This design comes from an exercise in tuning for small area, a short achievable clock period and few clock cycles per item on the open sky130 flow, not from production work. The RTL was checked by simulation tests, not by an equivalence proof against the original design. Power is estimated from default activity; no workload was simulated.

## selective_repeat_receive_window
module selective_repeat_receive_window #(
    parameter int WINDOW_SLOTS = 32,
    parameter int FRAME_BYTES  = 1000
) (
    input  wire logic                          i_clk,
    input  wire logic                          i_rst_n,
    input  wire logic                          start,
    output logic                               busy,
    input  wire logic [1:0]                    i_opcode,
    input  wire logic [srrw_pkg::FRAME_W-1:0]  i_frame_number,
    output logic                               o_valid,
    output logic [1:0]                         o_kind,
    output logic [srrw_pkg::FRAME_W-1:0]       o_request_frame,
    output logic [srrw_pkg::FRAME_W-1:0]       o_deliver_frame,
    output logic [srrw_pkg::OSLOT_W-1:0]       o_deliver_slot,
    output logic [srrw_pkg::BYTES_W-1:0]       o_deliver_bytes,
    output logic                               o_complete,
    output logic                               o_last,
    input  wire logic                          psel,
    input  wire logic                          penable,
    input  wire logic                          pwrite,
    input  wire logic [3:0]                    paddr,
    input  wire logic [31:0]                   pwdata,
    output logic [31:0]                        prdata,
    output logic                               pready
);
Settings: LEC_CHECK=0, CAP_MARGIN=20, CORE_MARGIN=2, CORE_UTILIZATION=55, CTS_CLUSTER_DIAMETER=100, CTS_CLUSTER_SIZE=20, SETUP_SLACK_MARGIN=4.8, SLEW_MARGIN=20, TNS_END_PERCENT=0; clock period 9.0 ns.
standard.sh (not shown) runs the stock make flow with config.mk's settings and CLKGATE_MAP_FILE= SYNTH_SCRIPT=/design/flow/synth_recipe.tcl, a recipe that flattens the netlist after the stock synthesis.
==> flow/flow/run.sh <==
#!/bin/bash
# The standard layout, with every input and output port buffered by a
# sky130_fd_sc_hd__buf_4 instead of the cell buffer_ports picks by default.
# The make output goes to flow_make.log; each ORFS step logs under orfs/logs/.
set -euo pipefail
bash standard.sh "BUFFER_PORTS_ARGS=-buffer_cell sky130_fd_sc_hd__buf_4" finish > flow_make.log 2>&1
Testbench counts at the start, summed over its fixed seeds: cycles 9,473, items 4,808.
==> next run, changes <==
--- a/flow/design.v
+++ b/flow/design.v
@@ -112,20 +112,18 @@
     logic          r_park;       
     logic          r_prun;       
     logic [4:0]    r_ps;         
     logic          r_pin;        
     logic          r_pbase;      
     logic          r_tailok;     
     logic [4:0]    r_oslot;      
     logic          r_odlv;       
     logic [FW-1:0] r_ofr;        
-    logic          r_bfok;       
-    logic          r_refill;     
     logic [NS-1:0] r_ldm;        
     logic [NS-1:0] r_pdm;        
     logic          r_fwv;        
     logic [4:0]    r_fwi;
     logic [FW-1:0] r_fwd;
     logic cfg_wr;
     assign pready = 1'b1;
     assign cfg_wr = psel && penable && pwrite;
     assign busy   = r_st || r_ch || r_park || r_prun;
@@ -173,21 +171,21 @@
     logic [FW-1:0] nfr;          
     assign bf_hi  = r_bf[FW-1:5];
     assign bf_lo  = r_bf[4:0];
     logic [31:0] bf_pa;          
     assign bf_pa  = below_all({8'd0, r_bf});
     logic [31:0] hi_pa;
     assign hi_pa  = below_all({13'd0, bf_hi});
     assign bf_hi1 = {1'b0, bf_hi} ^ hi_pa[HW:0];
     assign kofs   = r_bsm - bf_lo;
-    assign bf_ok  = r_bfok;
+    assign bf_ok  = (r_bf <= r_lfi);
     assign done   = (r_bf == r_lfi);
-    assign refill = r_refill;
+    assign refill = ({bf_hi1, bf_lo} <= {1'b0, r_lfi});
     assign nfr    = {bf_hi1[HW-1:0], bf_lo};
     logic          bsm_gt;
     logic          take, park, direct, prun;
     logic          op_start, op_tick, arr_d, arr_p;
     assign bsm_gt   = (r_bsm > r_wm1);
     assign take     = start && !busy;
     assign park     = take && (i_opcode != srrw_pkg::OP_START) &&
                       (r_red || (!w32 && i_opcode == srrw_pkg::OP_ARRIVE));
     assign direct   = take && !r_red && (w32 || i_opcode != srrw_pkg::OP_ARRIVE);
@@ -337,57 +335,51 @@
             r_st    <= 1'b0;
             r_k     <= '0;
             r_ch    <= 1'b0;
             r_cnt   <= '0;
             r_red   <= 1'b0;
             r_park  <= 1'b0;
             r_prun  <= 1'b0;
             o_valid <= 1'b0;
             r_odlv  <= 1'b0;
-            r_bfok  <= 1'b1;
-            r_refill <= 1'b0;
             r_ldm   <= '0;
             r_pdm   <= '0;
             r_fwv   <= 1'b0;
         end else begin
             o_valid <= 1'b0;
             r_odlv  <= dlv;
             r_ldm   <= ld_m;
             r_pdm   <= {NS{op_tick}} & elig;
             r_fwv   <= fw_en;
             if (r_red) begin
                 if (bsm_gt) r_bsm <= r_bsm - r_wm1 - 5'd1;
                 else        r_red <= 1'b0;
             end
             if (cfg_wr && paddr[3:2] == srrw_pkg::REG_LAST_FRAME) begin
                 r_bsm    <= r_bs;
                 r_red    <= (r_bs > wr_wm1);
-                r_bfok   <= (r_bf <= pwdata[FW-1:0]);
-                r_refill <= ({bf_hi1, bf_lo} <= {1'b0, pwdata[FW-1:0]});
             end
             if (park) begin
                 r_park          <= 1'b1;
                 o_kind          <= i_opcode;
                 o_request_frame <= i_frame_number;
             end
             if (r_park && !bsm_gt) begin
                 r_park <= 1'b0;
                 r_prun <= 1'b1;
             end
             if (direct || prun) begin
                 r_prun <= 1'b0;
                 r_bs   <= r_bsm;
             end
             r_rcv <= (r_rcv | arr_set) & ~rf_at;
             if (op_start) begin
                 r_red    <= 1'b0;
-                r_bfok   <= 1'b1;
-                r_refill <= (r_lfi[FW-1:5] != '0);
                 r_bf  <= '0;
                 r_bs  <= '0;
                 r_bsm <= '0;
                 r_rcv <= ~in_w;
                 r_st  <= (r_wm1 != '0);
                 r_k   <= 5'd1;
                 o_valid         <= 1'b1;
                 o_kind          <= srrw_pkg::KIND_REQ;
                 o_request_frame <= '0;
@@ -405,20 +397,18 @@
             end
             if (op_tick) begin
                 o_valid         <= any_hit;
                 o_kind          <= srrw_pkg::KIND_REQ;
                 o_request_frame <= tick_frame;
                 o_complete      <= 1'b0;
                 o_last          <= 1'b1;
             end
             if (dlv) begin
-                r_bfok   <= bf_pa[FW] || (r_bfok && !done);
-                r_refill <= bf_pa[FW] ? (r_lfi[FW-1:5] != '0) : (r_refill && (nfr != r_lfi));
                 r_bf  <= r_bf ^ bf_pa[FW-1:0];
                 r_bs  <= s_next;
                 r_bsm <= s_next;
                 r_ch  <= !dlv_last;
                 r_cnt <= dlv_last ? 5'd0 : r_cnt + 5'd1;
                 o_valid         <= 1'b1;
                 o_kind          <= refill ? srrw_pkg::KIND_DLV_REQ : srrw_pkg::KIND_DLV;
                 o_request_frame <= refill ? nfr : '0;
                 o_complete      <= done;
The changed run completed with no timing, DRC or antenna violations.
Die area decreases by 1.4%.
Final cell count decreases by 0.72%.
Clock power stays flat.
Non-clock buffer count decreases by 49.
Routed wire length decreases by 3.2%.
Design area decreases by 2.3%.
Sequential cell count decreases by 2.
Global-route usage decreases by 0.69 points.
Sequential share of layout area increases by 1.1 points.
Worst setup slack gains 0.0063 ns.
Testbench counts after the change, summed over its fixed seeds: cycles 9,473, items 4,808.

[port drivers added, routing unchanged]
How much do the figures lean on ideal ports? The routed layouts below were timed once more, with nothing changed but the port constraints. Step 1 sets driving cells, clkbuf_16 on the clock port and buf_2 on the other inputs (assumed; they add their load-dependent delay and slew). Step 2 times the ports against the registers' clock, not the clock port: input delays grow and output delays shrink by t, the midpoint of the rising clock arrivals with the driver on. Slacks: ideal ports / drivers / drivers and shift; pairs: ideal ports / drivers.
run	t, ns	setup WS [ns]	latest minus earliest clock arrival (ns)
the first run	0.809	4.604 / 4.502 / 3.858	0.051 / 0.050
the second run	0.807	4.611 / 4.467 / 3.926	0.059 / 0.059
After both steps every run listed still meets setup and hold. For the first run, which loses most, drivers alone change the setup slack by -0.102 ns; drivers and shift together by -0.746 ns.
